Source: an optimization exercise on an open RTL-to-GDS flow (aim: a short achievable clock period and few clock cycles). Production flows keep margins and buffers that such runs may drop. Where RTL was checked, it was by simulation tests only, not by an equivalence proof against the original. Only the layout flow was run in runs 1 to 3; the RTL was not checked for function there. No activity file was given, so power comes from the tool's default toggle rates.

==> design.v <==
`timescale 1ns/100ps
`timescale 1ns/100ps
`timescale 1ns/100ps
`timescale 1ns/100ps
`timescale 1ns/100ps
`default_nettype none
module alu (
  input  wire  [31:0] a_i,
  input  wire  [31:0] bx_i,
  input  wire         sub_i,
  input  wire         add_i,
  input  wire         and_i,
  input  wire         or_i,
  input  wire         xor_i,
  input  wire         slt_i,
  input  wire         sll_i,
  input  wire         srl_i,
  input  wire  [4:0]  shamt_i,
  output logic [31:0] result_o
);
  logic [32:0] ks_g [0:6];
  logic [32:0] ks_p [0:6];
  logic [31:0] ks_x;
  logic [31:0] sum;
  logic        lt;
  assign ks_x    = a_i ^ bx_i;
  assign ks_g[0] = {a_i & bx_i, sub_i};
  assign ks_p[0] = {ks_x, 1'b0};
  for (genvar l = 0; l < 6; l++) begin : g_ks
    for (genvar i = 0; i < 33; i++) begin : g_bit
      if (i >= (1 << l)) begin : g_op
        assign ks_g[l+1][i] = ks_g[l][i] | (ks_p[l][i] & ks_g[l][i - (1 << l)]);
        assign ks_p[l+1][i] = ks_p[l][i] & ks_p[l][i - (1 << l)];
      end else begin : g_pass
        assign ks_g[l+1][i] = ks_g[l][i];
        assign ks_p[l+1][i] = ks_p[l][i];
      end
    end
  end
  assign sum = ks_x ^ ks_g[6][31:0];
  assign lt  = (a_i[31] ^ ~bx_i[31]) ? a_i[31] : sum[31];
  always_comb begin
    result_o = '0;
    if (add_i) result_o = result_o | sum;
    if (and_i) result_o = result_o | (a_i & bx_i);
    if (or_i)  result_o = result_o | (a_i | bx_i);
    if (xor_i) result_o = result_o | (a_i ^ bx_i);
    if (slt_i) result_o = result_o | {31'd0, lt};
    if (sll_i) result_o = result_o | (bx_i << shamt_i);
    if (srl_i) result_o = result_o | (bx_i >> shamt_i);
  end
endmodule
`default_nettype wire
`timescale 1ns/100ps
`timescale 1ns/100ps
`default_nettype none
module core_top #(
  parameter logic [31:0] RESET_PC = '0
) (
  input  wire          clk_i,
  input  wire          reset_i,
  input  wire          stall_i,
  output logic         rom_en_o,
  output logic [31:0]  rom_addr_o,
  input  wire  [31:0]  rom_data_i,
  output logic         ram_en_o,
  output logic         ram_we_o,
  output logic [31:0]  ram_addr_o,
  output logic [31:0]  ram_wdata_o,
  input  wire  [31:0]  ram_rdata_i,
  output logic         debug_wb_en_o,
  output logic [4:0]   debug_wb_addr_o,
  output logic [31:0]  debug_wb_data_o,
  output logic [31:0]  debug_pc_o
);
  logic [31:0] pc_q;
  logic        if_valid_q;
  logic [31:0] if_pc_q;
  logic [31:0] if_inst_q;
  logic [31:0] rf_rs_q;          
  logic [31:0] rf_rt_q;
  logic        rs_ex_q;          
  logic        rs_mem_q;         
  logic        rs_wb_q;          
  logic        rs_rf_q;          
  logic        rt_ex_q;
  logic        rt_mem_q;
  logic        rt_wb_q;
  logic        rt_rf_q;
  logic        id_br_q;          
  logic        id_bne_q;
  logic        id_same_q;        
  logic        id_guess_q;       
  logic        ex_valid_q;
  logic        ex_wen_q;         
  logic [4:0]  ex_waddr_q;
  logic        ex_load_q;
  logic        ex_store_q;
  logic        ex_branch_q;
  logic        ex_bne_q;
  logic        ex_pred_q;        
  logic [31:0] ex_target_q;      
  logic [31:0] ex_fall_q;        
  logic [31:0] ex_a_q;
  logic [31:0] ex_b_q;
  logic [31:0] ex_s_q;           
  logic        ex_fa_own_q, ex_fa_alu_q, ex_fa_ld_q;
  logic        ex_fb_own_q, ex_fb_alu_q, ex_fb_ld_q, ex_fb_nalu_q, ex_fb_nld_q;
  logic        ex_fs_own_q, ex_fs_alu_q, ex_fs_ld_q;
  logic        ex_sub_q;
  logic        ex_op_add_q;
  logic        ex_op_and_q;
  logic        ex_op_or_q;
  logic        ex_op_xor_q;
  logic        ex_op_slt_q;
  logic        ex_op_sll_q;
  logic        ex_op_srl_q;
  logic        ex_easy_q;        
  logic [31:0] ex_x_q;           
  logic [31:0] ex_g_q;           
  logic [4:0]  ex_shamt_q;
  logic [31:0] ex_pc_q;
  logic        mem_wen_q;
  logic [4:0]  mem_waddr_q;
  logic        mem_load_q;
  logic        mem_store_q;
  logic [31:0] mem_result_q;
  logic [31:0] mem_sdata_q;
  logic [31:0] mem_pc_q;
  logic        wb_wen_q;
  logic [4:0]  wb_waddr_q;
  logic [31:0] wb_data_q;
  logic [31:0] wb_pc_q;
  logic [31:0] regs [1:31];
  logic [31:0] mem_data;
  assign mem_data = mem_load_q ? ram_rdata_i : mem_result_q;
  logic [5:0]  id_op;
  logic [5:0]  id_fn;
  logic [4:0]  id_rs;
  logic [4:0]  id_rt;
  logic [4:0]  id_rd;
  logic [31:0] id_imm_s;
  logic [31:0] id_imm_z;
  logic        id_special;
  logic        id_r_alu;
  logic        id_addiu;
  logic        id_andi;
  logic        id_ori;
  logic        id_lui;
  logic        id_lw;
  logic        id_sw;
  logic        id_writes;
  logic [4:0]  id_waddr;
  assign id_op    = if_inst_q[31:26];
  assign id_fn    = if_inst_q[5:0];
  assign id_rs    = if_inst_q[25:21];
  assign id_rt    = if_inst_q[20:16];
  assign id_rd    = if_inst_q[15:11];
  assign id_imm_s = {{16{if_inst_q[15]}}, if_inst_q[15:0]};
  assign id_imm_z = {16'h0000, if_inst_q[15:0]};
  assign id_special = (id_op == 6'h00);
  assign id_r_alu   = id_special &&
                      (id_fn == 6'h21 || id_fn == 6'h23 || id_fn == 6'h24 ||
                       id_fn == 6'h25 || id_fn == 6'h26 || id_fn == 6'h2a ||
                       id_fn == 6'h00 || id_fn == 6'h02);
  assign id_addiu   = (id_op == 6'h09);
  assign id_andi    = (id_op == 6'h0c);
  assign id_ori     = (id_op == 6'h0d);
  assign id_lui     = (id_op == 6'h0f);
  assign id_lw      = (id_op == 6'h23);
  assign id_sw      = (id_op == 6'h2b);
  assign id_waddr  = id_special ? id_rd : id_rt;
  assign id_writes = (id_r_alu | id_addiu | id_andi | id_ori | id_lui | id_lw) &&
                     (id_waddr != 5'd0);
  logic [31:0] rs_val;
  logic [31:0] rt_val;
  logic [31:0] rs_cmp;           
  logic [31:0] rt_cmp;
  assign rs_val = ({32{rs_mem_q}} & mem_data) | ({32{rs_wb_q}} & wb_data_q) |
                  ({32{rs_rf_q}} & rf_rs_q);
  assign rt_val = ({32{rt_mem_q}} & mem_data) | ({32{rt_wb_q}} & wb_data_q) |
                  ({32{rt_rf_q}} & rf_rt_q);
  assign rs_cmp = ({32{rs_mem_q}} & mem_result_q) | ({32{rs_wb_q}} & wb_data_q) |
                  ({32{rs_rf_q}} & rf_rs_q);
  assign rt_cmp = ({32{rt_mem_q}} & mem_result_q) | ({32{rt_wb_q}} & wb_data_q) |
                  ({32{rt_rf_q}} & rf_rt_q);
  logic [31:0] ex_a;
  logic [31:0] ex_bx;            
  logic [31:0] ex_s;
  logic [31:0] ex_a_r;           
  logic [31:0] ex_s_r;
  logic [31:0] ex_result;
  logic        ex_eq;
  logic        ex_taken;
  logic        ex_mispredict;
  assign ex_a = ({32{ex_fa_own_q}} & ex_a_q) | ({32{ex_fa_alu_q}} & mem_result_q) |
                ({32{ex_fa_ld_q}} & ram_rdata_i);
  assign ex_bx = ({32{ex_fb_own_q}} & ex_b_q) |
                 ({32{ex_fb_alu_q}} & mem_result_q) | ({32{ex_fb_nalu_q}} & ~mem_result_q) |
                 ({32{ex_fb_ld_q}} & ram_rdata_i) | ({32{ex_fb_nld_q}} & ~ram_rdata_i);
  assign ex_s = ({32{ex_fs_own_q}} & ex_s_q) | ({32{ex_fs_alu_q}} & mem_result_q) |
                ({32{ex_fs_ld_q}} & ram_rdata_i);
  assign ex_a_r = ({32{ex_fa_own_q}} & ex_a_q) | ({32{ex_fa_alu_q}} & mem_result_q);
  assign ex_s_r = ({32{ex_fs_own_q}} & ex_s_q) | ({32{ex_fs_alu_q}} & mem_result_q);
  alu u_alu (
    .a_i      (ex_a),
    .bx_i     (ex_bx),
    .sub_i    (ex_sub_q),
    .add_i    (ex_op_add_q),
    .and_i    (ex_op_and_q),
    .or_i     (ex_op_or_q),
    .xor_i    (ex_op_xor_q),
    .slt_i    (ex_op_slt_q),
    .sll_i    (ex_op_sll_q),
    .srl_i    (ex_op_srl_q),
    .shamt_i  (ex_shamt_q),
    .result_o (ex_result)
  );
  assign ex_eq         = (ex_a_r == ex_s_r);
  assign ex_taken      = ex_bne_q ? ~ex_eq : ex_eq;
  assign ex_mispredict = ex_valid_q & ex_branch_q & (ex_taken ^ ex_pred_q);
  logic [31:0] id_carry;
  logic        eq_plain;
  logic        eq_add;
  logic        id_memld;
  logic        id_dep_ex;
  logic        id_res_plain;
  logic        id_res_add;
  logic        id_pred;
  assign eq_plain = (rs_cmp == rt_cmp);
  assign id_carry = {ex_g_q[30:0] | (ex_x_q[30:0] & ~rt_cmp[30:0]), ex_sub_q};
  assign eq_add   = ((ex_x_q ^ rt_cmp) == id_carry);
  assign id_memld     = mem_load_q & (rs_mem_q | rt_mem_q);
  assign id_dep_ex    = rs_ex_q | rt_ex_q;
  assign id_res_plain = ~id_memld & ~id_dep_ex;
  assign id_res_add   = ~id_memld & rs_ex_q & ~rt_ex_q & ex_easy_q;
  assign id_pred      = id_same_q    ? ~id_bne_q :
                        id_res_plain ? (id_bne_q ^ eq_plain) :
                        id_res_add   ? (id_bne_q ^ eq_add) : id_guess_q;
  logic [31:0] id_target;
  logic [31:0] id_fall;
  assign id_target = if_pc_q + 32'd4 + {id_imm_s[29:0], 2'b00};
  assign id_fall   = pc_q + 32'd4;
  logic id_hold;
  logic id_go;
  assign id_hold = if_valid_q & id_br_q &
                   ((ex_valid_q & ex_branch_q) | (ex_load_q & id_dep_ex));
  assign id_go   = if_valid_q & ~id_hold;
  logic [4:0]  f_rs;
  logic [4:0]  f_rt;
  logic [5:0]  f_op;
  logic        f_beq;
  logic        f_bne;
  logic        f_same;
  logic [31:0] f_rf_rs;
  logic [31:0] f_rf_rt;
  logic        f_rs_ex, f_rs_mem, f_rs_wb;
  logic        f_rt_ex, f_rt_mem, f_rt_wb;
  logic        id_wen;
  logic        take_target;
  logic [31:0] pc_alt;
  assign f_op   = rom_data_i[31:26];
  assign f_rs   = rom_data_i[25:21];
  assign f_rt   = rom_data_i[20:16];
  assign f_beq  = (f_op == 6'h04);
  assign f_bne  = (f_op == 6'h05);
  assign f_same = (f_rs == f_rt);
  assign f_rf_rs = (f_rs == 5'd0) ? 32'd0 : regs[f_rs];
  assign f_rf_rt = (f_rt == 5'd0) ? 32'd0 : regs[f_rt];
  assign id_wen   = if_valid_q & id_writes;
  assign f_rs_ex  = id_wen    & (id_waddr    == f_rs);
  assign f_rt_ex  = id_wen    & (id_waddr    == f_rt);
  assign f_rs_mem = ex_wen_q  & (ex_waddr_q  == f_rs);
  assign f_rt_mem = ex_wen_q  & (ex_waddr_q  == f_rt);
  assign f_rs_wb  = mem_wen_q & (mem_waddr_q == f_rs);
  assign f_rt_wb  = mem_wen_q & (mem_waddr_q == f_rt);
  assign take_target = ~ex_mispredict & ~id_hold & if_valid_q & id_br_q & id_pred;
  assign pc_alt      = ex_mispredict ? (ex_pred_q ? ex_fall_q : ex_target_q) :
                       id_hold ? pc_q : pc_q + 32'd4;
  always_ff @(posedge clk_i) begin
    if (reset_i) begin
      pc_q       <= RESET_PC;
      if_valid_q <= 1'b0;
    end else if (!stall_i) begin
      pc_q <= take_target ? id_target : pc_alt;
      if (!id_hold) begin
        if_valid_q <= ~ex_mispredict;
      end
    end
  end
  always_ff @(posedge clk_i) begin
    if (!stall_i) begin
      if (!id_hold) begin
        if_pc_q    <= pc_q;
        if_inst_q  <= rom_data_i;
        rf_rs_q    <= f_rf_rs;
        rf_rt_q    <= f_rf_rt;
        rs_ex_q    <= f_rs_ex;
        rs_mem_q   <= f_rs_mem;
        rs_wb_q    <= f_rs_wb & ~f_rs_mem;
        rs_rf_q    <= ~f_rs_mem & ~f_rs_wb;
        rt_ex_q    <= f_rt_ex;
        rt_mem_q   <= f_rt_mem;
        rt_wb_q    <= f_rt_wb & ~f_rt_mem;
        rt_rf_q    <= ~f_rt_mem & ~f_rt_wb;
        id_br_q    <= f_beq | f_bne;
        id_bne_q   <= f_bne;
        id_same_q  <= f_same;
        id_guess_q <= f_bne | rom_data_i[15];
      end else begin
        rf_rs_q    <= rs_val;
        rf_rt_q    <= rt_val;
        rs_ex_q    <= 1'b0;
        rs_mem_q   <= rs_ex_q;
        rs_wb_q    <= 1'b0;
        rs_rf_q    <= ~rs_ex_q;
        rt_ex_q    <= 1'b0;
        rt_mem_q   <= rt_ex_q;
        rt_wb_q    <= 1'b0;
        rt_rf_q    <= ~rt_ex_q;
      end
    end
  end
  assign rom_en_o   = 1'b1;
  assign rom_addr_o = pc_q;
  always_ff @(posedge clk_i) begin
    if (reset_i) begin
      ex_valid_q  <= 1'b0;
      ex_wen_q    <= 1'b0;
      ex_load_q   <= 1'b0;
      ex_store_q  <= 1'b0;
      ex_branch_q <= 1'b0;
    end else if (!stall_i) begin
      ex_valid_q  <= id_go;
      ex_wen_q    <= id_go & id_writes;
      ex_load_q   <= id_go & id_lw;
      ex_store_q  <= id_go & id_sw;
      ex_branch_q <= id_go & id_br_q;
    end
  end
  logic id_add;
  logic id_and;
  logic id_or;
  logic id_xor;
  logic id_fa_ld;
  logic id_fb_ld;
  logic id_sub;
  logic [31:0] id_a;
  logic [31:0] id_b;
  assign id_a = id_lui ? 32'd0 : rs_val;
  assign id_b = (id_special | id_br_q) ? (id_sub ? ~rt_val : rt_val) :
                id_lui ? {if_inst_q[15:0], 16'h0000} :
                (id_andi | id_ori) ? id_imm_z : id_imm_s;
  assign id_sub = id_special & ((id_fn == 6'h23) | (id_fn == 6'h2a));
  assign id_add = (id_special & ((id_fn == 6'h21) | (id_fn == 6'h23))) |
                  id_addiu | id_lw | id_sw;
  assign id_and = (id_special & (id_fn == 6'h24)) | id_andi;
  assign id_or  = (id_special & (id_fn == 6'h25)) | id_ori | id_lui;
  assign id_xor = id_special & (id_fn == 6'h26);
  assign id_fa_ld = ~id_lui & rs_ex_q & ex_load_q;
  assign id_fb_ld = (id_special | id_br_q) & rt_ex_q & ex_load_q;
  always_ff @(posedge clk_i) begin
    if (!stall_i) begin
      ex_waddr_q  <= id_waddr;
      ex_bne_q    <= id_bne_q;
      ex_pred_q   <= id_pred;
      ex_target_q <= id_target;
      ex_fall_q   <= id_fall;
      ex_pc_q     <= if_pc_q;
      ex_shamt_q  <= if_inst_q[10:6];
      ex_a_q      <= id_a;
      ex_x_q      <= id_a ^ id_b;
      ex_g_q      <= id_a & id_b;
      ex_fa_own_q <= id_lui | ~rs_ex_q;
      ex_fa_alu_q <= ~id_lui & rs_ex_q & ~ex_load_q;
      ex_fa_ld_q  <= id_fa_ld;
      ex_b_q       <= id_b;
      if (id_special | id_br_q) begin
        ex_fb_own_q  <= ~rt_ex_q;
        ex_fb_alu_q  <= rt_ex_q & ~ex_load_q & ~id_sub;
        ex_fb_ld_q   <= rt_ex_q & ex_load_q & ~id_sub;
        ex_fb_nalu_q <= rt_ex_q & ~ex_load_q & id_sub;
        ex_fb_nld_q  <= rt_ex_q & ex_load_q & id_sub;
      end else begin
        ex_fb_own_q  <= 1'b1;
        ex_fb_alu_q  <= 1'b0;
        ex_fb_ld_q   <= 1'b0;
        ex_fb_nalu_q <= 1'b0;
        ex_fb_nld_q  <= 1'b0;
      end
      ex_s_q      <= rt_val;
      ex_fs_own_q <= ~rt_ex_q;
      ex_fs_alu_q <= rt_ex_q & ~ex_load_q;
      ex_fs_ld_q  <= rt_ex_q & ex_load_q;
      ex_sub_q    <= id_sub;
      ex_op_add_q <= id_add;
      ex_op_and_q <= id_and;
      ex_op_or_q  <= id_or;
      ex_op_xor_q <= id_xor;
      ex_op_slt_q <= id_special & (id_fn == 6'h2a);
      ex_op_sll_q <= id_special & (id_fn == 6'h00);
      ex_op_srl_q <= id_special & (id_fn == 6'h02);
      ex_easy_q   <= (id_special & ((id_fn == 6'h21) | (id_fn == 6'h23)) & ~rs_ex_q & ~rt_ex_q) |
                     (id_addiu & ~rs_ex_q);
    end
  end
  always_ff @(posedge clk_i) begin
    if (reset_i) begin
      mem_wen_q   <= 1'b0;
      mem_load_q  <= 1'b0;
      mem_store_q <= 1'b0;
    end else if (!stall_i) begin
      mem_wen_q   <= ex_wen_q;
      mem_load_q  <= ex_load_q;
      mem_store_q <= ex_store_q;
    end
  end
  always_ff @(posedge clk_i) begin
    if (!stall_i) begin
      mem_waddr_q  <= ex_waddr_q;
      mem_result_q <= ex_result;
      mem_sdata_q  <= ex_s;
      mem_pc_q     <= ex_pc_q;
    end
  end
  assign ram_en_o    = mem_load_q | mem_store_q;
  assign ram_we_o    = mem_store_q & ~stall_i;
  assign ram_addr_o  = mem_result_q;
  assign ram_wdata_o = mem_sdata_q;
  always_ff @(posedge clk_i) begin
    if (!reset_i && !stall_i && mem_wen_q) begin
      regs[mem_waddr_q] <= mem_data;
    end
  end
  always_ff @(posedge clk_i) begin
    if (reset_i) begin
      wb_wen_q <= 1'b0;
    end else if (!stall_i) begin
      wb_wen_q <= mem_wen_q;
    end
  end
  always_ff @(posedge clk_i) begin
    if (!stall_i) begin
      wb_waddr_q <= mem_waddr_q;
      wb_data_q  <= mem_data;
      wb_pc_q    <= mem_pc_q;
    end
  end
  assign debug_wb_en_o   = wb_wen_q & ~stall_i;
  assign debug_wb_addr_o = wb_waddr_q;
  assign debug_wb_data_o = wb_data_q;
  assign debug_pc_o      = wb_pc_q;
endmodule
`default_nettype wire
==> flow/run.sh <==
#!/bin/bash
# The standard layout (standard.sh), with one change: ports are buffered
# with buf_8 cells rather than the cell buffer_ports picks by itself (a
# slow delay buffer), so that I/O paths start from a strong, fast buffer.
set -euo pipefail
export BUFFER_PORTS_ARGS="-buffer_cell sky130_fd_sc_hd__buf_8"
bash standard.sh > standard.log 2>&1
==> standard.sh <==
#!/bin/bash
# synth_recipe.tcl (not shown) runs the flow's synth.tcl, then flattens the netlist and writes it again
# the make line also repeats each setting of config.mk as NAME=value (left out here)
make -C /OpenROAD-flow-scripts/flow DESIGN_CONFIG=/design/flow/config.mk WORK_HOME=/design/flow/orfs CLKGATE_MAP_FILE= SYNTH_SCRIPT=/design/flow/synth_recipe.tcl "${@:-finish}"
==> config.mk <==
export PLATFORM = sky130hd
export DESIGN_NAME = core_top
export DESIGN_NICKNAME = core_top
export VERILOG_FILES = /design/flow/design.v
export SDC_FILE = /design/flow/constraint.sdc
export NUM_CORES = 4
export LEC_CHECK = 0
export CAP_MARGIN = 20
export CORE_MARGIN = 2
export CORE_UTILIZATION = 50
export SETUP_SLACK_MARGIN = 5
export SLEW_MARGIN = 20
export SYNTH_HIERARCHICAL = 1
export SYNTH_MINIMUM_KEEP_SIZE = 0
==> constraint.sdc <==
create_clock -name core_clock -period 9.0 [get_ports {clk_i}]
set_input_delay 1.8000 -clock core_clock [delete_from_list [all_inputs] [get_ports {clk_i}]]
set_output_delay 1.8000 -clock core_clock [all_outputs]
set_load 0.01 [all_outputs]
==> results of run 1 <==
cell usage after synthesis (24+ instances only):
cell / count
a211oi_1: 88
a21o_1: 29
a21oi_1: 242
a221oi_1: 24
a222oi_1: 143
a22oi_1: 115
buf_1: 97
buf_2: 69
clkbuf_1: 276
dfxtp_1: 42
edfxtp_1: 1582
ha_1: 184
inv_1: 135
mux2_2: 65
mux2i_1: 258
mux4_2: 576
nand2_1: 356
nand2b_1: 26
nand3_1: 125
nand4_1: 37
nor2_1: 355
nor3_1: 56
o211ai_1: 63
o21ai_0: 170
o22ai_1: 24
or3_1: 26
xnor2_1: 135
xor2_1: 59
per-stage QoR:
stage / setup TNS [ns] / area [um2]
final: 0 / 98100
after global placement: 0 / 89800
after detailed placement: 0 / 89800
after CTS: 0 / 97000
after floorplan: -690.03 / 84200
after global routing: 0 / 98100
modules after synthesis (local to each module, per instance):
module | flops+latches | copies in the design | cells | area [um2]
alu | 0 | 1 | 930 | 6560
core_top | 1624 | 1 | 4764 | 77300
kinds of logic (layout without fill, tap and decap cells):
kind of cell | Yosys count | count (layout) | synth area share
flip-flops | 1624 | 1624 | 0.577
AO/OA/AOI/OAI | 1102 | 1102 | 0.0931
AND/OR/NAND/NOR | 1087 | 1087 | 0.0582
multiplexers | 899 | 899 | 0.194
buffers and inverters | 599 | 971 | 0.0290
XOR/XNOR | 194 | 194 | 0.0203
adder cells (fa/ha/maj) | 188 | 188 | 0.0283
other | 1 | 3 | 0.0000447
power groups by stage:
stage	Sequential, mW	Clock [mW]	Combinational (mW)
finish	8.95	7.25	3.00
global route	8.96	7.62	3.16
CTS	8.94	7.34	2.87
detailed placement	9.11	0	2.73
global placement	9.11	0	2.72
floorplan	8.99	0	1.69
worst max-delay path, stage by stage:
cell	delay [ns]
buf_8	0.10
mux2i_1	0.13
nand3_2	0.17
inv_2	0.06
fa_2	0.34
nand2b_4	0.15
a21o_4	0.22
a31oi_4	0.18
o211ai_1	0.11
buf_4	0.17
a21oi_4	0.24
a21oi_4	0.09
o21a_1	0.20
o21ai_2	0.14
fa_2	0.46
a221oi_2	0.25
nand3_1	0.09
metal layers:
metal,routed length (um),share of wire,track usage
met2,139000,0.46,0.537
met1,118000,0.39,0.493
met3,29400,0.097,0.0534
met4,14600,0.049,0.145
met5,14,0.000046,0
layout make-up:
type | count | area, um2 | area share
multi-input cells | 3471 | 34300 | 0.350
clock inverters | 103 | 1100 | 0.0112
repair buffers | 512 | 6440 | 0.0657
well taps | 2204 | 2760 | 0.0281
inverters | 138 | 522 | 0.00532
diodes | 2 | 5.00 | 0.0000510
clock buffers | 218 | 4600 | 0.0469
flip-flops and latches | 1624 | 48400 | 0.493
how the worst max path moves through the flow:
stage | startpoint | endpoint | slack [ns] | depth (start not counted)
final | ram_rdata_i[0] | mem_result_q[31] | 4.63 | 17
after global routing | ram_rdata_i[0] | mem_result_q[31] | 4.56 | 17
after CTS | ram_rdata_i[0] | mem_result_q[31] | 4.73 | 17
after detailed placement | ram_rdata_i[16] | mem_result_q[31] | 3.40 | 15
after global placement | ram_rdata_i[1] | mem_result_q[0] | 3.44 | 17
after floorplan | stall_i | ex_a_q[0] | -1.30 | 2
what timing repair did:
action,in CTS,in global routing
gates cloned,9,12
buffers inserted,85,34
hold endpoints to repair,0,0
gates resized for setup,123,106
pin swaps,82,58
setup endpoints to repair,127,172
==> impl_metrics.tcl, run 1 <==
set metrics [dict create \
    placementRows 150 \
    numCtsBuffers 175 \
    pre_cts_ws_ns 3.40 \
    top_register "regs" \
    start_kind "input pin" \
    path_class "input pin to flip-flop" \
    skew_ns 0.0569 \
    finalCoreUtilization 0.588 \
    clock-sinks 1624 \
    drt_iter0_drc 9608 \
    final-setup-viol-count 0 \
    cts_buffer_depth 3 \
    postCtsHoldBufs 0 \
    clock_power_share 0.378 \
    fin_crit_sh 0.486 \
    fillCellCount 12799 \
    vias 57812 \
    h-tree-depth 4 \
    nets 6176 \
    dp.cells 7809 \
    design.core.area_mm2 0.167 \
    track_usage 0.347 \
    ir_drop_uv 224 \
    setup_ws_ns 4.63 \
    hold_viol 0 \
    r2r_slack_ns 4.68 \
    maxSlewViolCount 0 \
    hold_ws_ns 0.412 \
    ios 236 \
    net-switching-power_mw 5.16 \
    die_height_um 413 \
    antenna_found_initial 11 \
    cts_tree "yes" \
    seqPwrFrac 0.466 \
    instances_no_fill 8272 \
    drive_above_1_share 0.265 \
    rsz0062_at_grt "yes" \
    grt-ovfl-total 0 \
    syn_area_per_cell_um2 14.7 \
    hold_path_depth 0 \
    crit_fanout 5 \
    synthArstFlopShare 0 \
    min_to "wb_pc_q[6]" \
    status "timing/DRC/antenna clean" \
    grt_start_max_net_pins 174 \
    synth_top_area_frac 0.567 \
    netlist_instances 5694 \
    yosysWarnings 10 \
    viasPerCell 6.99 \
    maxCapViolCount 0 \
    synth-edff-count 1582 \
    synth_area_leader_cell "edfxtp_1" \
    synthFlopType "edfxtp_1" \
    rr_endpoint "mem_result_q[31]" \
    dr.pass1.iters 14 \
    drc 0 \
    gp_congestion 1.03 \
    final_cell_mix "edfxtp_1, mux4_2, nand2_1" \
    cts_root_buf "clkbuf_16" \
    yosysUniqueCellTypes 90 \
    routedWlPerCell_um 36.5 \
    intPower_mw 14.0 \
    arrival_ns 4.91 \
    finalPower_mw 19.2 \
    io_buffers 234 \
    die_area_mm2 0.171 \
    post-route-min-period_ns 4.37 \
    slew_headroom 0.231 \
    start_util 0.502 \
    grt_pass1_vias 54149 \
    comb_power_share 0.156 \
    r2r-start "ex_fa_own_q" \
    grt_pass1_wl_mm 417 \
    cp-end-kind "flip-flop" \
    drt_wl_total_mm 302 \
    min-delay-start "mem_pc_q[6]" \
    largest_reg_flops 992 \
    syn_to_final_growth_pct 17.0 \
    tightestPinTransition_ns 1.15 \
    clk_latency_ns 0.84 \
    reg2regPathDepth 17 \
    clkTransAtPathRegs_ns 0.06 \
    dieWidth_um 413 \
    yosys_register_bits 1624 \
    fmax_mhz 229 \
    synth.area.top_cells "edfxtp_1, mux4_2, mux2i_1" \
    synthesis.area_mm2 0.0838 \
    powerDensity_mw_per_mm2 196 \
    final_antenna_net_count 0 \
    layout_commonest_cell "edfxtp_1" \
    swShare 0.269 \
    seq_area_frac_synth 0.577 \
    critical_path_required_ns 9.54 \
    synth_fp_nets 5948 \
    hold_class "flip-flop to flip-flop" \
    power_leakage_nw 33.8 \
    dp_hpwl_mm 192 \
]
==> run 2, diff against run 1 <==
--- a/design.v
+++ b/design.v
@@ -8,7 +8,6 @@
   input  wire  [31:0] a_i,
   input  wire  [31:0] bx_i,
   input  wire         sub_i,
-  input  wire         add_i,
   input  wire         and_i,
   input  wire         or_i,
   input  wire         xor_i,
@@ -16,7 +15,8 @@
   input  wire         sll_i,
   input  wire         srl_i,
   input  wire  [4:0]  shamt_i,
-  output logic [31:0] result_o
+  output logic [31:0] sum_o,      
+  output logic [31:0] oth_o       
 );
   logic [32:0] ks_g [0:6];
   logic [32:0] ks_p [0:6];
@@ -39,15 +39,15 @@
   end
   assign sum = ks_x ^ ks_g[6][31:0];
   assign lt  = (a_i[31] ^ ~bx_i[31]) ? a_i[31] : sum[31];
+  assign sum_o = sum;
   always_comb begin
-    result_o = '0;
-    if (add_i) result_o = result_o | sum;
-    if (and_i) result_o = result_o | (a_i & bx_i);
-    if (or_i)  result_o = result_o | (a_i | bx_i);
-    if (xor_i) result_o = result_o | (a_i ^ bx_i);
-    if (slt_i) result_o = result_o | {31'd0, lt};
-    if (sll_i) result_o = result_o | (bx_i << shamt_i);
-    if (srl_i) result_o = result_o | (bx_i >> shamt_i);
+    oth_o = '0;
+    if (and_i) oth_o = oth_o | (a_i & bx_i);
+    if (or_i)  oth_o = oth_o | (a_i | bx_i);
+    if (xor_i) oth_o = oth_o | (a_i ^ bx_i);
+    if (slt_i) oth_o = oth_o | {31'd0, lt};
+    if (sll_i) oth_o = oth_o | (bx_i << shamt_i);
+    if (srl_i) oth_o = oth_o | (bx_i >> shamt_i);
   end
 endmodule
 `default_nettype wire
@@ -90,6 +90,7 @@
   logic        id_br_q;          
   logic        id_bne_q;
   logic        id_same_q;        
+  logic        id_rtz_q;         
   logic        id_guess_q;       
   logic        ex_valid_q;
   logic        ex_wen_q;         
@@ -104,9 +105,9 @@
   logic [31:0] ex_a_q;
   logic [31:0] ex_b_q;
   logic [31:0] ex_s_q;           
-  logic        ex_fa_own_q, ex_fa_alu_q, ex_fa_ld_q;
-  logic        ex_fb_own_q, ex_fb_alu_q, ex_fb_ld_q, ex_fb_nalu_q, ex_fb_nld_q;
-  logic        ex_fs_own_q, ex_fs_alu_q, ex_fs_ld_q;
+  logic        ex_fa_own_q, ex_fa_sum_q, ex_fa_oth_q, ex_fa_ld_q;
+  logic        ex_fb_own_q, ex_fb_sum_q, ex_fb_oth_q, ex_fb_ld_q, ex_fb_nld_q;
+  logic        ex_fs_own_q, ex_fs_sum_q, ex_fs_oth_q, ex_fs_ld_q;
   logic        ex_sub_q;
   logic        ex_op_add_q;
   logic        ex_op_and_q;
@@ -124,7 +125,9 @@
   logic [4:0]  mem_waddr_q;
   logic        mem_load_q;
   logic        mem_store_q;
-  logic [31:0] mem_result_q;
+  logic        mem_add_q;        
+  logic [31:0] mem_sum_q;
+  logic [31:0] mem_oth_q;        
   logic [31:0] mem_sdata_q;
   logic [31:0] mem_pc_q;
   logic        wb_wen_q;
@@ -132,8 +135,10 @@
   logic [31:0] wb_data_q;
   logic [31:0] wb_pc_q;
   logic [31:0] regs [1:31];
+  logic [31:0] mem_result;
   logic [31:0] mem_data;
-  assign mem_data = mem_load_q ? ram_rdata_i : mem_result_q;
+  assign mem_result = mem_add_q ? mem_sum_q : mem_oth_q;
+  assign mem_data   = mem_load_q ? ram_rdata_i : mem_result;
   logic [5:0]  id_op;
   logic [5:0]  id_fn;
   logic [4:0]  id_rs;
@@ -174,39 +179,39 @@
                      (id_waddr != 5'd0);
   logic [31:0] rs_val;
   logic [31:0] rt_val;
-  logic [31:0] rs_cmp;           
-  logic [31:0] rt_cmp;
   assign rs_val = ({32{rs_mem_q}} & mem_data) | ({32{rs_wb_q}} & wb_data_q) |
                   ({32{rs_rf_q}} & rf_rs_q);
   assign rt_val = ({32{rt_mem_q}} & mem_data) | ({32{rt_wb_q}} & wb_data_q) |
                   ({32{rt_rf_q}} & rf_rt_q);
-  assign rs_cmp = ({32{rs_mem_q}} & mem_result_q) | ({32{rs_wb_q}} & wb_data_q) |
-                  ({32{rs_rf_q}} & rf_rs_q);
-  assign rt_cmp = ({32{rt_mem_q}} & mem_result_q) | ({32{rt_wb_q}} & wb_data_q) |
-                  ({32{rt_rf_q}} & rf_rt_q);
   logic [31:0] ex_a;
   logic [31:0] ex_bx;            
   logic [31:0] ex_s;
   logic [31:0] ex_a_r;           
   logic [31:0] ex_s_r;
-  logic [31:0] ex_result;
+  logic [31:0] ex_sum;
+  logic [31:0] ex_oth;
   logic        ex_eq;
   logic        ex_taken;
   logic        ex_mispredict;
-  assign ex_a = ({32{ex_fa_own_q}} & ex_a_q) | ({32{ex_fa_alu_q}} & mem_result_q) |
-                ({32{ex_fa_ld_q}} & ram_rdata_i);
-  assign ex_bx = ({32{ex_fb_own_q}} & ex_b_q) |
-                 ({32{ex_fb_alu_q}} & mem_result_q) | ({32{ex_fb_nalu_q}} & ~mem_result_q) |
-                 ({32{ex_fb_ld_q}} & ram_rdata_i) | ({32{ex_fb_nld_q}} & ~ram_rdata_i);
-  assign ex_s = ({32{ex_fs_own_q}} & ex_s_q) | ({32{ex_fs_alu_q}} & mem_result_q) |
-                ({32{ex_fs_ld_q}} & ram_rdata_i);
-  assign ex_a_r = ({32{ex_fa_own_q}} & ex_a_q) | ({32{ex_fa_alu_q}} & mem_result_q);
-  assign ex_s_r = ({32{ex_fs_own_q}} & ex_s_q) | ({32{ex_fs_alu_q}} & mem_result_q);
+  logic [31:0] mem_sum_x;
+  logic [31:0] mem_oth_x;
+  assign mem_sum_x = mem_sum_q ^ {32{ex_sub_q}};
+  assign mem_oth_x = mem_oth_q ^ {32{ex_sub_q}};
+  assign ex_a   = ({32{ex_fa_own_q}} & ex_a_q) | ({32{ex_fa_sum_q}} & mem_sum_q) |
+                  ({32{ex_fa_oth_q}} & mem_oth_q) | ({32{ex_fa_ld_q}} & ram_rdata_i);
+  assign ex_bx  = ({32{ex_fb_own_q}} & ex_b_q) | ({32{ex_fb_sum_q}} & mem_sum_x) |
+                  ({32{ex_fb_oth_q}} & mem_oth_x) |
+                  ({32{ex_fb_ld_q}} & ram_rdata_i) | ({32{ex_fb_nld_q}} & ~ram_rdata_i);
+  assign ex_s   = ({32{ex_fs_own_q}} & ex_s_q) | ({32{ex_fs_sum_q}} & mem_sum_q) |
+                  ({32{ex_fs_oth_q}} & mem_oth_q) | ({32{ex_fs_ld_q}} & ram_rdata_i);
+  assign ex_a_r = ({32{ex_fa_own_q}} & ex_a_q) | ({32{ex_fa_sum_q}} & mem_sum_q) |
+                  ({32{ex_fa_oth_q}} & mem_oth_q);
+  assign ex_s_r = ({32{ex_fs_own_q}} & ex_s_q) | ({32{ex_fs_sum_q}} & mem_sum_q) |
+                  ({32{ex_fs_oth_q}} & mem_oth_q);
   alu u_alu (
     .a_i      (ex_a),
     .bx_i     (ex_bx),
     .sub_i    (ex_sub_q),
-    .add_i    (ex_op_add_q),
     .and_i    (ex_op_and_q),
     .or_i     (ex_op_or_q),
     .xor_i    (ex_op_xor_q),
@@ -214,29 +219,21 @@
     .sll_i    (ex_op_sll_q),
     .srl_i    (ex_op_srl_q),
     .shamt_i  (ex_shamt_q),
-    .result_o (ex_result)
+    .sum_o    (ex_sum),
+    .oth_o    (ex_oth)
   );
   assign ex_eq         = (ex_a_r == ex_s_r);
   assign ex_taken      = ex_bne_q ? ~ex_eq : ex_eq;
   assign ex_mispredict = ex_valid_q & ex_branch_q & (ex_taken ^ ex_pred_q);
-  logic [31:0] id_carry;
-  logic        eq_plain;
-  logic        eq_add;
-  logic        id_memld;
+  logic        eq_zero;
   logic        id_dep_ex;
-  logic        id_res_plain;
   logic        id_res_add;
   logic        id_pred;
-  assign eq_plain = (rs_cmp == rt_cmp);
-  assign id_carry = {ex_g_q[30:0] | (ex_x_q[30:0] & ~rt_cmp[30:0]), ex_sub_q};
-  assign eq_add   = ((ex_x_q ^ rt_cmp) == id_carry);
-  assign id_memld     = mem_load_q & (rs_mem_q | rt_mem_q);
-  assign id_dep_ex    = rs_ex_q | rt_ex_q;
-  assign id_res_plain = ~id_memld & ~id_dep_ex;
-  assign id_res_add   = ~id_memld & rs_ex_q & ~rt_ex_q & ex_easy_q;
-  assign id_pred      = id_same_q    ? ~id_bne_q :
-                        id_res_plain ? (id_bne_q ^ eq_plain) :
-                        id_res_add   ? (id_bne_q ^ eq_add) : id_guess_q;
+  assign eq_zero    = (ex_x_q == {ex_g_q[30:0] | ex_x_q[30:0], ex_sub_q});
+  assign id_dep_ex  = rs_ex_q | rt_ex_q;
+  assign id_res_add = rs_ex_q & id_rtz_q & ex_easy_q;
+  assign id_pred    = id_same_q  ? ~id_bne_q :
+                      id_res_add ? (id_bne_q ^ eq_zero) : id_guess_q;
   logic [31:0] id_target;
   logic [31:0] id_fall;
   assign id_target = if_pc_q + 32'd4 + {id_imm_s[29:0], 2'b00};
@@ -306,6 +303,7 @@
         id_br_q    <= f_beq | f_bne;
         id_bne_q   <= f_bne;
         id_same_q  <= f_same;
+        id_rtz_q   <= (f_rt == 5'd0);
         id_guess_q <= f_bne | rom_data_i[15];
       end else begin
         rf_rs_q    <= rs_val;
@@ -372,25 +370,27 @@
       ex_x_q      <= id_a ^ id_b;
       ex_g_q      <= id_a & id_b;
       ex_fa_own_q <= id_lui | ~rs_ex_q;
-      ex_fa_alu_q <= ~id_lui & rs_ex_q & ~ex_load_q;
+      ex_fa_sum_q <= ~id_lui & rs_ex_q & ~ex_load_q & ex_op_add_q;
+      ex_fa_oth_q <= ~id_lui & rs_ex_q & ~ex_load_q & ~ex_op_add_q;
       ex_fa_ld_q  <= id_fa_ld;
       ex_b_q       <= id_b;
       if (id_special | id_br_q) begin
         ex_fb_own_q  <= ~rt_ex_q;
-        ex_fb_alu_q  <= rt_ex_q & ~ex_load_q & ~id_sub;
+        ex_fb_sum_q  <= rt_ex_q & ~ex_load_q & ex_op_add_q;
+        ex_fb_oth_q  <= rt_ex_q & ~ex_load_q & ~ex_op_add_q;
         ex_fb_ld_q   <= rt_ex_q & ex_load_q & ~id_sub;
-        ex_fb_nalu_q <= rt_ex_q & ~ex_load_q & id_sub;
         ex_fb_nld_q  <= rt_ex_q & ex_load_q & id_sub;
       end else begin
         ex_fb_own_q  <= 1'b1;
-        ex_fb_alu_q  <= 1'b0;
+        ex_fb_sum_q  <= 1'b0;
+        ex_fb_oth_q  <= 1'b0;
         ex_fb_ld_q   <= 1'b0;
-        ex_fb_nalu_q <= 1'b0;
         ex_fb_nld_q  <= 1'b0;
       end
       ex_s_q      <= rt_val;
       ex_fs_own_q <= ~rt_ex_q;
-      ex_fs_alu_q <= rt_ex_q & ~ex_load_q;
+      ex_fs_sum_q <= rt_ex_q & ~ex_load_q & ex_op_add_q;
+      ex_fs_oth_q <= rt_ex_q & ~ex_load_q & ~ex_op_add_q;
       ex_fs_ld_q  <= rt_ex_q & ex_load_q;
       ex_sub_q    <= id_sub;
       ex_op_add_q <= id_add;
@@ -418,14 +418,16 @@
   always_ff @(posedge clk_i) begin
     if (!stall_i) begin
       mem_waddr_q  <= ex_waddr_q;
-      mem_result_q <= ex_result;
+      mem_add_q    <= ex_op_add_q;
+      mem_sum_q    <= ex_sum;
+      mem_oth_q    <= ex_oth;
       mem_sdata_q  <= ex_s;
       mem_pc_q     <= ex_pc_q;
     end
   end
   assign ram_en_o    = mem_load_q | mem_store_q;
   assign ram_we_o    = mem_store_q & ~stall_i;
-  assign ram_addr_o  = mem_result_q;
+  assign ram_addr_o  = mem_sum_q;
   assign ram_wdata_o = mem_sdata_q;
   always_ff @(posedge clk_i) begin
     if (!reset_i && !stall_i && mem_wen_q) begin
==> run.sh (new file) <==
#!/bin/bash
# synth_recipe.tcl (not shown) runs the flow's synth.tcl, then flattens the netlist and writes it again
# the make line also repeats each setting of config.mk as NAME=value (left out here)
make -C /OpenROAD-flow-scripts/flow DESIGN_CONFIG=/design/flow/config.mk WORK_HOME=/design/flow/orfs CLKGATE_MAP_FILE= SYNTH_SCRIPT=/design/flow/synth_recipe.tcl finish
removed: flow/run.sh
removed: standard.sh
==> run 2 against run 1 <==
Critical path type unchanged; global-route usage is 2.3 points lower; synthesized cell count is 1.7% lower; critical path depth is the same; non-clock buffer count grew 22; clock power about the same; synthesized area shrank 1.0%; worst hold slack better by 0.0029 ns; die area shrank 1.0%.
==> impl_metrics.tcl, run 2 <==
set metrics [dict create \
    fmax_mhz 232 \
    viasPerCell 6.71 \
    final-setup-viol-count 0 \
    maxSlewViolCount 0 \
    vias 55231 \
    h-tree-depth 4 \
    nets 6122 \
    numCtsBuffers 177 \
    drive_above_1_share 0.230 \
    final_antenna_net_count 0 \
    swShare 0.274 \
    crit_fanout 7 \
    dp_hpwl_mm 180 \
    gp_congestion 0.976 \
    synth-simple-area-share 0.0557 \
    multiInputGateArea_mm2 0.0326 \
    netlist_instances 5595 \
    placementRows 149 \
    path_class "input pin to flip-flop" \
    post-route-min-period_ns 4.31 \
    ir_drop_uv 234 \
    dieWidth_um 411 \
    synth_fp_nets 5818 \
    final_cell_mix "edfxtp_1, mux4_2, nand2_1" \
    clock_power_share 0.364 \
    clk_latency_ns 0.85 \
    clock-sinks 1660 \
    status "timing/DRC/antenna clean" \
    arrival_ns 4.96 \
    synthArstFlopShare 0 \
    yosys_register_bits 1660 \
    yosys.area_share.adder 0.0238 \
    grt_pass1_wl_mm 392 \
    antenna_found_initial 14 \
    drc 0 \
    yosysUniqueCellTypes 95 \
    powerDensity_mw_per_mm2 207 \
    routedWlPerCell_um 33.8 \
    pre_cts_ws_ns 2.39 \
    seqPwrFrac 0.475 \
    synth_top_area_frac 0.586 \
    fillCellCount 12934 \
    place_area_mm2 0.0881 \
    skew_ns 0.0440 \
    top_register "regs" \
    grt-ovfl-total 0 \
    grt_pass1_vias 53020 \
    setup_ws_ns 4.69 \
    die_height_um 411 \
    maxCapViolCount 0 \
    slew_headroom 0.278 \
    layout_commonest_cell "edfxtp_1" \
    synth_mux_area_frac 0.183 \
    power_leakage_nw 33.1 \
    synthesis.area_mm2 0.0830 \
    synth_xor_area_frac 0.0210 \
    cp-end-kind "flip-flop" \
    postCtsHoldBufs 0 \
    rsz0062_at_grt "yes" \
    yosysMostFrequentCell "edfxtp_1" \
    start_kind "input pin" \
    net-switching-power_mw 5.44 \
    hold_class "flip-flop to flip-flop" \
    grt_start_max_net_pins 178 \
    critical_path_required_ns 9.65 \
    clkTransAtPathRegs_ns 0.06 \
    drt_wl_total_mm 279 \
    syn_area_per_cell_um2 14.8 \
    fin_crit_sh 0.479 \
    synth_area_leader_cell "edfxtp_1" \
    dr.pass1.iters 8 \
    tightestPinTransition_ns 1.08 \
    synth_common_cells "edfxtp_1, mux4_2, nand2_1, mux2i_1, nor2_1" \
    synth_compound_area_frac 0.0952 \
    start_util 0.503 \
    ios 236 \
    synthFlopType "edfxtp_1" \
    cts_root_buf "clkbuf_16" \
    track_usage 0.325 \
    hold_ws_ns 0.415 \
    comb_power_share 0.161 \
    yosysWarnings 10 \
    design.core.area_mm2 0.165 \
    largest_reg_flops 992 \
    seq_area_frac_synth 0.596 \
    synth-edff-count 1618 \
    final_area_mm2 0.0960 \
    cts_tree "yes" \
    syn_to_final_growth_pct 15.7 \
    die_area_mm2 0.169 \
    synth.area.top_cells "edfxtp_1, mux4_2, mux2i_1" \
    intPower_mw 14.4 \
    final-seq-area_mm2 0.0494 \
    drt_iter0_drc 7852 \
    hold_viol 0 \
    cts_buffer_depth 3 \
    io_buffers 234 \
    synth_top_family_by_area "multiplexers" \
]
-- run 2: cell types whose count changed after synthesis, sizes merged, moves of 43 or more --
cell    delta
xor2      +50
a21oi     -52
o21ai     +81
nand3     -53
xnor2     -47
a222oi    -43
mux2i     +78
mux4      -74
nand2    +126
nor2      -58
a221oi    +58
-- run 2: power by group through the flow --
| stage | clock (mW) | sequential (mW) | combinational [mW] |
|---|---|---|---|
| floorplan | 0 | 9.50 | 1.68 |
| global placement | 0 | 9.59 | 2.89 |
| detailed placement | 0 | 9.59 | 2.90 |
| CTS | 7.31 | 9.43 | 3.07 |
| global route | 7.58 | 9.45 | 3.38 |
| finish | 7.22 | 9.43 | 3.20 |
-- run 2: per-layer routing --
metal  GRT usage  vias up  part of all wire
met1       0.451    28397              0.40
li1            -    23210                 -
met3      0.0662      542             0.097
met2       0.505     3068              0.46
met4       0.127       14             0.042
met5           0        -           0.00033
-- run 2: kinds of logic after synthesis --
group           after synthesis
flops                      1660
compound gates             1117
simple gates               1055
mux                         881
buf+inv                     528
xor+xnor                    197
fa+ha+maj                   156
other cells                   1
-- run 2: critical path: stages --
cell       delay [ns]
clkbuf_4         0.17
a221oi_4         0.30
o21ai_2          0.10
inv_1            0.12
ha_4             0.24
a21o_1           0.20
a21oi_2          0.15
o21ai_2          0.08
a221oi_4         0.39
a31oi_4          0.16
a31oi_4          0.26
o2bb2ai_4        0.15
o21ai_4          0.08
fa_2             0.43
o22ai_2          0.15
a221oi_2         0.06
o311ai_1         0.10
-- run 2: cell type report --
type,count,share of cell area
Clock buffer,229,0.0493
Multi-Input combinational cell,3408,0.340
Timing Repair Buffer,534,0.0535
Sequential cell,1660,0.515
Antenna cell,4,0.000104
Clock inverter,93,0.00917
Tap cell,2189,0.0285
Inverter,118,0.00483
-- run 2: final timing paths --
check,startpoint,to,slack (ns),cells after the start
hold / removal,mem_pc_q[3],wb_pc_q[3],0.42,0
hold reg to reg,mem_pc_q[3],wb_pc_q[3],0.42,0
setup reg to reg,ex_fb_oth_q,mem_oth_q[0],4.78,19
setup / recovery,ram_rdata_i[6],mem_oth_q[0],4.69,17
-- run 2: Yosys stat by module, one instance, submodules excluded --
module | copies in the design | cells | flip-flops and latches | area, um2
alu | 1 | 871 | 0 | 5870
core_top | 1 | 4724 | 1660 | 77100
-- run 2: stage by stage --
step                 util  power, mW  setup TNS (ns)  cells
global placement    0.535       12.5               0   7767
floorplan               -       11.2        -2888.80   5595
global route        0.583       20.4               0   8231
CTS                 0.578       19.8               0   8174
finish              0.583       19.8               0   8235
detailed placement  0.535       12.5               0   7767
-- run 2: timing repair --
action / 4_1_cts / 5_1_grt
gates resized for setup: 252 / 103
pin swaps: 57 / 43
endpoints found under the setup margin: 1419 / 320
cloned: 6 / 6
buffers inserted: 79 / 51
==> run 3, diff against run 2 <==
--- a/design.v
+++ b/design.v
@@ -11,12 +11,12 @@
   input  wire         and_i,
   input  wire         or_i,
   input  wire         xor_i,
-  input  wire         slt_i,
   input  wire         sll_i,
   input  wire         srl_i,
   input  wire  [4:0]  shamt_i,
   output logic [31:0] sum_o,      
-  output logic [31:0] oth_o       
+  output logic [31:0] oth_o,      
+  output logic        lt_o        
 );
   logic [32:0] ks_g [0:6];
   logic [32:0] ks_p [0:6];
@@ -40,12 +40,12 @@
   assign sum = ks_x ^ ks_g[6][31:0];
   assign lt  = (a_i[31] ^ ~bx_i[31]) ? a_i[31] : sum[31];
   assign sum_o = sum;
+  assign lt_o  = lt;
   always_comb begin
     oth_o = '0;
     if (and_i) oth_o = oth_o | (a_i & bx_i);
     if (or_i)  oth_o = oth_o | (a_i | bx_i);
     if (xor_i) oth_o = oth_o | (a_i ^ bx_i);
-    if (slt_i) oth_o = oth_o | {31'd0, lt};
     if (sll_i) oth_o = oth_o | (bx_i << shamt_i);
     if (srl_i) oth_o = oth_o | (bx_i >> shamt_i);
   end
@@ -128,6 +128,8 @@
   logic        mem_add_q;        
   logic [31:0] mem_sum_q;
   logic [31:0] mem_oth_q;        
+  logic        mem_slt_q;        
+  logic        mem_lt_q;
   logic [31:0] mem_sdata_q;
   logic [31:0] mem_pc_q;
   logic        wb_wen_q;
@@ -135,9 +137,11 @@
   logic [31:0] wb_data_q;
   logic [31:0] wb_pc_q;
   logic [31:0] regs [1:31];
+  logic [31:0] mem_oth;
   logic [31:0] mem_result;
   logic [31:0] mem_data;
-  assign mem_result = mem_add_q ? mem_sum_q : mem_oth_q;
+  assign mem_oth    = {mem_oth_q[31:1], mem_oth_q[0] | (mem_slt_q & mem_lt_q)};
+  assign mem_result = mem_add_q ? mem_sum_q : mem_oth;
   assign mem_data   = mem_load_q ? ram_rdata_i : mem_result;
   logic [5:0]  id_op;
   logic [5:0]  id_fn;
@@ -190,24 +194,25 @@
   logic [31:0] ex_s_r;
   logic [31:0] ex_sum;
   logic [31:0] ex_oth;
+  logic        ex_lt;
   logic        ex_eq;
   logic        ex_taken;
   logic        ex_mispredict;
   logic [31:0] mem_sum_x;
   logic [31:0] mem_oth_x;
   assign mem_sum_x = mem_sum_q ^ {32{ex_sub_q}};
-  assign mem_oth_x = mem_oth_q ^ {32{ex_sub_q}};
+  assign mem_oth_x = mem_oth ^ {32{ex_sub_q}};
   assign ex_a   = ({32{ex_fa_own_q}} & ex_a_q) | ({32{ex_fa_sum_q}} & mem_sum_q) |
-                  ({32{ex_fa_oth_q}} & mem_oth_q) | ({32{ex_fa_ld_q}} & ram_rdata_i);
+                  ({32{ex_fa_oth_q}} & mem_oth) | ({32{ex_fa_ld_q}} & ram_rdata_i);
   assign ex_bx  = ({32{ex_fb_own_q}} & ex_b_q) | ({32{ex_fb_sum_q}} & mem_sum_x) |
                   ({32{ex_fb_oth_q}} & mem_oth_x) |
                   ({32{ex_fb_ld_q}} & ram_rdata_i) | ({32{ex_fb_nld_q}} & ~ram_rdata_i);
   assign ex_s   = ({32{ex_fs_own_q}} & ex_s_q) | ({32{ex_fs_sum_q}} & mem_sum_q) |
-                  ({32{ex_fs_oth_q}} & mem_oth_q) | ({32{ex_fs_ld_q}} & ram_rdata_i);
+                  ({32{ex_fs_oth_q}} & mem_oth) | ({32{ex_fs_ld_q}} & ram_rdata_i);
   assign ex_a_r = ({32{ex_fa_own_q}} & ex_a_q) | ({32{ex_fa_sum_q}} & mem_sum_q) |
-                  ({32{ex_fa_oth_q}} & mem_oth_q);
+                  ({32{ex_fa_oth_q}} & mem_oth);
   assign ex_s_r = ({32{ex_fs_own_q}} & ex_s_q) | ({32{ex_fs_sum_q}} & mem_sum_q) |
-                  ({32{ex_fs_oth_q}} & mem_oth_q);
+                  ({32{ex_fs_oth_q}} & mem_oth);
   alu u_alu (
     .a_i      (ex_a),
     .bx_i     (ex_bx),
@@ -215,12 +220,12 @@
     .and_i    (ex_op_and_q),
     .or_i     (ex_op_or_q),
     .xor_i    (ex_op_xor_q),
-    .slt_i    (ex_op_slt_q),
     .sll_i    (ex_op_sll_q),
     .srl_i    (ex_op_srl_q),
     .shamt_i  (ex_shamt_q),
     .sum_o    (ex_sum),
-    .oth_o    (ex_oth)
+    .oth_o    (ex_oth),
+    .lt_o     (ex_lt)
   );
   assign ex_eq         = (ex_a_r == ex_s_r);
   assign ex_taken      = ex_bne_q ? ~ex_eq : ex_eq;
@@ -421,6 +426,8 @@
       mem_add_q    <= ex_op_add_q;
       mem_sum_q    <= ex_sum;
       mem_oth_q    <= ex_oth;
+      mem_slt_q    <= ex_op_slt_q;
+      mem_lt_q     <= ex_lt;
       mem_sdata_q  <= ex_s;
       mem_pc_q     <= ex_pc_q;
     end
==> run 3 against run 2 <==
Sequential cell count is 2 higher; largest power group unchanged; final cell count grew 1.8%; sequential share of layout area decreased by 0.71 points; still clean; critical path type is now flip-flop to flip-flop.
==> impl_metrics.tcl, run 3 <==
set metrics [dict create \
    cp.buffers_inverters 2 \
    finalPower_mw 20.2 \
    powerDensity_mw_per_mm2 207 \
    gp_congestion 0.985 \
    critPathMaxStageDelay_ns 0.55 \
    hold_class "flip-flop to flip-flop" \
    post-route-min-period_ns 4.25 \
    final_cell_mix "edfxtp_1, mux4_2, nand2_1" \
    synthFlopType "edfxtp_1" \
    numCtsBuffers 178 \
    final-setup-viol-count 0 \
    fin_crit_sh 0.472 \
    yosys_register_bits 1662 \
    cp_slowest_cell "buf_4" \
    fillCellCount 12942 \
    postCtsHoldBufs 0 \
    drt_iter0_drc 8763 \
    layout_commonest_cell "edfxtp_1" \
    antenna_found_initial 18 \
    maxCapViolCount 0 \
    die_area_mm2 0.170 \
    synth_top_area_frac 0.584 \
    largest_reg_flops 992 \
    start_kind "flip-flop" \
    seq_area_frac_synth 0.594 \
    routedWlPerCell_um 36.2 \
    synth_common_cells "edfxtp_1, mux4_2, nand2_1, nor2_1, mux2i_1" \
    drive_above_1_share 0.241 \
    cp-end-kind "flip-flop" \
    io_buffers 234 \
    synth_fp_nets 5923 \
    hold_viol 0 \
    synthesis.area_mm2 0.0833 \
    grt_pass1_wl_mm 418 \
    track_usage 0.349 \
    grt_start_max_net_pins 189 \
    dieWidth_um 412 \
    multiInputGateArea_mm2 0.0332 \
    synth-edff-count 1620 \
    grt_pass1_vias 55032 \
    drc 0 \
    maxSlewViolCount 0 \
    yosysWarnings 10 \
    grt-ovfl-total 0 \
    synthArstFlopShare 0 \
    viasPerCell 6.91 \
    ios 236 \
    placementRows 149 \
    netlist_instances 5700 \
    path_class "flip-flop to flip-flop" \
    final_area_mm2 0.0975 \
    final_antenna_net_count 0 \
    status "timing/DRC/antenna clean" \
    yosysUniqueCellTypes 84 \
    crit_fanout 32 \
    top_register "regs" \
    fmax_mhz 235 \
    rsz0062_at_grt "yes" \
    ir_drop_uv 239 \
    dp_hpwl_mm 189 \
    clock-sinks 1662 \
    syn_to_final_growth_pct 17.0 \
    slew_headroom 0.182 \
    synth_area_leader_cell "edfxtp_1" \
    design.core.area_mm2 0.165 \
    syn_area_per_cell_um2 14.6 \
    dr.pass1.iters 8 \
    crit_family "compound AO/OA/AOI/OAI gates" \
    cts_buffer_depth 3 \
    cts_root_buf "clkbuf_16" \
    vias 57910 \
    clkTransAtPathRegs_ns 0.06 \
    tightestPinTransition_ns 1.22 \
    clk_latency_ns 0.85 \
    synth.area.top_cells "edfxtp_1, mux4_2, mux2i_1" \
    yosysMostFrequentCell "edfxtp_1" \
    start_util 0.504 \
    cts_tree "yes" \
    drt_wl_total_mm 304 \
    final-seq-area_mm2 0.0495 \
    critical_path_required_ns 9.57 \
    final.setup.tns_ns 0 \
    nets 6265 \
    cp_cell_sequence "buf_4, a221oi_1, o21ai_2, inv_2, fa_2, nor2b_4, o211ai_1, a21o_1, o211ai_1, a311oi_2, o41a_1, o21ai_2, fa_1" \
    die_height_um 412 \
    skew_ns 0.0512 \
    h-tree-depth 4 \
    power_leakage_nw 33.2 \
    place_area_mm2 0.0885 \
    arrival_ns 4.82 \
]
## run 3: through the flow
step                instances  setup slack, ns  utilization  hold slack, ns
global placement         7856             3.07        0.536           0.401
floorplan                5700             4.45            -           0.400
finish                   8383             4.75        0.590           0.414
detailed placement       7857             3.04        0.536           0.405
CTS                      8289             4.69        0.581           0.415
global route             8380             4.75        0.590           0.420
## run 3: logic make-up after synthesis
| kind of cell | synth area share |
|---|---|
| compound gates | 0.0970 |
| simple gates | 0.0605 |
| buf+inv | 0.0262 |
| xor+xnor | 0.0212 |
| other cells | 0.0000450 |
| fa+ha+maj | 0.0237 |
| flops | 0.594 |
| mux | 0.177 |
## run 3: power by group
group | switching, mW | internal (mW)
Sequential | 0.349 | 9.11
Clock | 3.19 | 4.20
Combinational | 2.09 | 1.24
## run 3: final timing paths
path                              startpoint            end  slack, ns  cells after the start
worst max-delay path             ex_fb_oth_q  mem_sum_q[31]       4.75                     13
worst min-delay path            mem_pc_q[25]    wb_pc_q[25]       0.41                      0
worst max register to register   ex_fb_oth_q  mem_sum_q[31]       4.75                     13
worst min register to register  mem_pc_q[25]    wb_pc_q[25]       0.41                      0
## run 3: modules after synthesis (local to each module, per instance)
module / cells / copies in the design / cell area (um2)
core_top: 4826 / 1 / 77100
alu: 874 / 1 / 6210
## run 3: area by class of cell
cell class                 count  area share
inverter                     115     0.00490
antenna                        4    0.000103
tap                         2189      0.0281
clock inverter               106      0.0121
multi-input combinational   3501       0.341
timing repair buffer         583      0.0585
timing repair inverter         1   0.0000513
clock buffer                 222      0.0477
sequential                  1662       0.508
## run 3: routing by layer
metal,global-route usage,up-vias,wire (um)
li1,-,23733,-
met1,0.481,29801,116000
met2,0.538,3639,139000
met3,0.0697,729,31100
met4,0.163,8,16700
met5,0,-,54
## run 3: what timing repair did
action                                  4_1_cts  5_1_grt
pin swaps                                    58       69
gates resized for setup                     259      203
buffers inserted                             98       75
cloned                                        6       15
endpoints found under the setup margin     1094      245
==> run 4, diff against run 3 <==
--- a/design.v
+++ b/design.v
@@ -122,6 +122,7 @@
   logic [4:0]  ex_shamt_q;
   logic [31:0] ex_pc_q;
   logic        mem_wen_q;
+  logic [31:1] mem_wsel_q;       
   logic [4:0]  mem_waddr_q;
   logic        mem_load_q;
   logic        mem_store_q;
@@ -423,6 +424,9 @@
   always_ff @(posedge clk_i) begin
     if (!stall_i) begin
       mem_waddr_q  <= ex_waddr_q;
+      for (int r = 1; r < 32; r++) begin
+        mem_wsel_q[r] <= ex_wen_q && (ex_waddr_q == r[4:0]);
+      end
       mem_add_q    <= ex_op_add_q;
       mem_sum_q    <= ex_sum;
       mem_oth_q    <= ex_oth;
@@ -436,9 +440,13 @@
   assign ram_we_o    = mem_store_q & ~stall_i;
   assign ram_addr_o  = mem_sum_q;
   assign ram_wdata_o = mem_sdata_q;
-  always_ff @(posedge clk_i) begin
-    if (!reset_i && !stall_i && mem_wen_q) begin
-      regs[mem_waddr_q] <= mem_data;
+  logic rf_run;
+  assign rf_run = ~reset_i & ~stall_i;
+  for (genvar r = 1; r < 32; r++) begin : g_rf
+    always_ff @(posedge clk_i) begin
+      if (rf_run && mem_wsel_q[r]) begin
+        regs[r] <= mem_data;
+      end
     end
   end
   always_ff @(posedge clk_i) begin
--- a/config.mk
+++ b/config.mk
@@ -12,3 +12,4 @@
 export SLEW_MARGIN = 20
 export SYNTH_HIERARCHICAL = 1
 export SYNTH_MINIMUM_KEEP_SIZE = 0
+export TNS_END_PERCENT = 5
==> run 4 against run 3 <==
Still clean on timing, DRC and antenna; first-iteration DRC count up 62%; critical path depth fell by 3; worst hold slack better by 0.0036 ns; power up 4.7%; largest cell class unchanged.
==> impl_metrics.tcl, run 4 <==
set metrics [dict create \
    drive_above_1_share 0.167 \
    finalCoreUtilization 0.593 \
    synthFlopType "edfxtp_1" \
    skew_ns 0.0404 \
    dr.pass1.iters 15 \
    powerDensity_mw_per_mm2 225 \
    maxSlewViolCount 0 \
    hold_ws_ns 0.418 \
    reg2regPathDepth 14 \
    synthArstFlopShare 0 \
    place_area_mm2 0.0852 \
    synth.area.top_cells "edfxtp_1, a22oi_1, a221oi_1" \
    largest_reg_flops 992 \
    dp_hpwl_mm 211 \
    track_usage 0.432 \
    layout_commonest_cell "edfxtp_1" \
    synth-edff-count 1651 \
    final.setup.tns_ns 0 \
    crit_fanout 32 \
    drc 0 \
    placementRows 146 \
    final_area_mm2 0.0939 \
    yosys_register_bits 1693 \
    maxCapViolCount 0 \
    cp-end-kind "flip-flop" \
    rr_endpoint "pc_q[2]" \
    arrival_ns 4.81 \
    rsz0062_at_grt "yes" \
    synthesis.area_mm2 0.0797 \
    final_cell_mix "edfxtp_1, a22oi_1, nand2_1" \
    h-tree-depth 4 \
    die_height_um 403 \
    synth_fp_nets 6299 \
    synth_area_leader_cell "edfxtp_1" \
    finalPower_mw 21.1 \
    multiInputGateArea_mm2 0.0288 \
    clkTransAtPathRegs_ns 0.06 \
    clk_latency_ns 0.83 \
    postCtsHoldBufs 0 \
    netlist_instances 6076 \
    power_leakage_nw 31.8 \
    status "timing/DRC/antenna clean" \
    design.core.area_mm2 0.158 \
    fillCellCount 12421 \
    min-delay-start "ex_pc_q[24]" \
    tightestPinTransition_ns 1.20 \
    dieWidth_um 403 \
    path_class "input pin to flip-flop" \
    die_area_mm2 0.163 \
    syn_area_per_cell_um2 13.1 \
    ios 236 \
    start_kind "input pin" \
    top_register "regs" \
    grt_start_max_net_pins 190 \
    seq_area_frac_synth 0.632 \
    vias 66063 \
    cts_root_buf "clkbuf_16" \
    r2r-start "ex_fs_oth_q" \
    nets 6662 \
    fin_crit_sh 0.476 \
    final_antenna_net_count 0 \
    critical_path_required_ns 9.53 \
    synth_top_area_frac 0.622 \
    hold_viol 0 \
    io_buffers 234 \
    gp_congestion 1.02 \
    drt_wl_total_mm 361 \
    yosysWarnings 43 \
    numCtsBuffers 177 \
    ir_drop_uv 228 \
    drt_iter0_drc 14216 \
    antenna_found_initial 15 \
    grt_pass1_wl_mm 490 \
    cts_tree "yes" \
    clock-sinks 1693 \
    fmax_mhz 234 \
    routedWlPerCell_um 41.6 \
    slew_headroom 0.201 \
    final-setup-viol-count 0 \
    post-route-min-period_ns 4.28 \
    yosysUniqueCellTypes 86 \
    yosysMostFrequentCell "edfxtp_1" \
    final-seq-area_mm2 0.0504 \
    r2r_slack_ns 4.74 \
    synth_common_cells "edfxtp_1, a22oi_1, nand2_1, clkbuf_1, nor2_1" \
    start_util 0.503 \
    grt-ovfl-total 0 \
    syn_to_final_growth_pct 17.8 \
    cts_buffer_depth 3 \
    hold_path_depth 0 \
    grt_pass1_vias 61380 \
    min_to "mem_pc_q[24]" \
    hold_class "flip-flop to flip-flop" \
    viasPerCell 7.62 \
]
==> run 4: cell types whose count changed in the layout (fill, tap and decap cells not counted), moves of 30 or more <==
cell      change
mux4_2      -467
a22oi_1     +410
a22o_1      +190
mux2i_1     -183
a221oi_1    +172
nand4_1     +154
buf_4        +82
a222oi_1     +56
o211ai_1     -52
nand2_1      -32
edfxtp_1     +31
o21ai_0      -30
==> run 4: worst max path at each step <==
stage | start | to | slack (ns) | depth (start not counted)
final | rom_data_i[24] | rf_rs_q[22] | 4.72 | 10
after global routing | ram_rdata_i[2] | mem_sum_q[31] | 4.75 | 13
after CTS | ram_rdata_i[8] | mem_sum_q[31] | 4.81 | 15
after detailed placement | ram_rdata_i[0] | mem_sum_q[31] | 3.02 | 14
after global placement | ram_rdata_i[10] | mem_sum_q[31] | 2.97 | 12
after floorplan | stall_i | pc_q[18] | -2.67 | 5
==> run 4: metal layers <==
layer | vias to the layer above | global-route usage | share of wire
li1 | 25494 | - | -
met5 | - | 0.00297 | 0.00070
met2 | 6584 | 0.632 | 0.42
met3 | 1983 | 0.157 | 0.15
met4 | 23 | 0.282 | 0.089
met1 | 31979 | 0.541 | 0.34
==> run 4: critical path, cell delays in order <==
cell and delay [ns]:
clkdlybuf4s15_2 0.45, or3_1 0.36, nor2_4 0.05, buf_4 0.41, a22o_1 0.37, a221oi_1 0.23
nand3_1 0.10, nor4_1 0.68, or3_1 0.20, o21ai_0 0.07
==> run 4: final cells by class <==
cell class,count,area share
Clock inverter,114,0.0136
Multi-Input combinational cell,3829,0.307
Clock buffer,214,0.0497
Sequential cell,1693,0.537
Tap cell,2072,0.0276
Antenna cell,12,0.000320
Timing Repair Buffer,633,0.0609
Inverter,105,0.00429
==> run 4: what timing repair did <==
item	in CTS	in global routing
setup buffers	132	44
pin swaps	66	38
resized for setup	260	127
endpoints found under the setup margin	171	175
cloned	5	3
==> run 4: per-stage QoR <==
| step | worst slack, ns | cells |
|---|---|---|
| finish | 4.72 | 8672 |
| global route | 4.75 | 8663 |
| CTS | 4.81 | 8612 |
| detailed placement | 3.02 | 8147 |
| global placement | 2.97 | 8146 |
| floorplan | -2.67 | 6076 |
==> run 4: power breakdown <==
group,switching (mW),total (mW),internal (mW)
Sequential,0.470,10.0,9.54
Clock,3.25,7.60,4.35
Combinational,2.32,3.53,1.20
Total,6.04,21.1,15.1
==> run 4: logic make-up (layout without fill, tap and decap cells) <==
| family | after synthesis | in the layout | synth area share |
|---|---|---|---|
| AOI/OAI and AO/OA | 1895 | 1895 | 0.178 |
| xor gates and xnor gates | 199 | 199 | 0.0219 |
| adders and majority gates | 156 | 156 | 0.0248 |
| buffers and inverters | 556 | 1066 | 0.0281 |
| DFF | 1693 | 1693 | 0.632 |
| muxes | 184 | 185 | 0.0313 |
| other | 1 | 13 | 0.0000470 |
| and+or+nand+nor | 1392 | 1393 | 0.0837 |
==> run 4: modules after synthesis, one instance, submodules excluded <==
module / cell area [um2] / copies in the design / flip-flops and latches / cells inside
alu: 6210 / 1 / 0 / 874
core_top: 73500 / 1 / 1693 / 5202
Testbench counts of run 4, summed over its fixed seeds: cycles 21,214.

-- static timing again, ports no longer ideal --
Ports are ideal in the flow. The routed layouts listed here were re-timed in OpenROAD.
Step 1 assumes that a clkbuf_16 drives the clock port and a buf_2 every other input.
Step 2 also shifts input and output timing later by t, the mid clock arrival at the registers, as if the neighbouring blocks saw the same clock.
Slacks: no drivers / after step 1 / after step 2; pairs: no drivers / after step 1.
run | t (ns) | slack for setup (ns) | hold WS [ns]
run 1 | 0.891 | 4.630 / 4.597 / 3.706 | 0.412 / 0.412 / 0.412
run 2 | 0.918 | 4.693 / 4.764 / 3.846 | 0.415 / 0.415 / 0.415
run 3 | 0.910 | 4.749 / 4.746 / 3.835 | 0.414 / 0.414 / 0.414
run 4 | 0.902 | 4.720 / 4.738 / 3.886 | 0.418 / 0.418 / 0.418
After both steps every run listed still meets setup and hold. For run 1, which loses most, drivers alone change the setup slack by -0.033 ns; drivers and shift together by -0.924 ns.
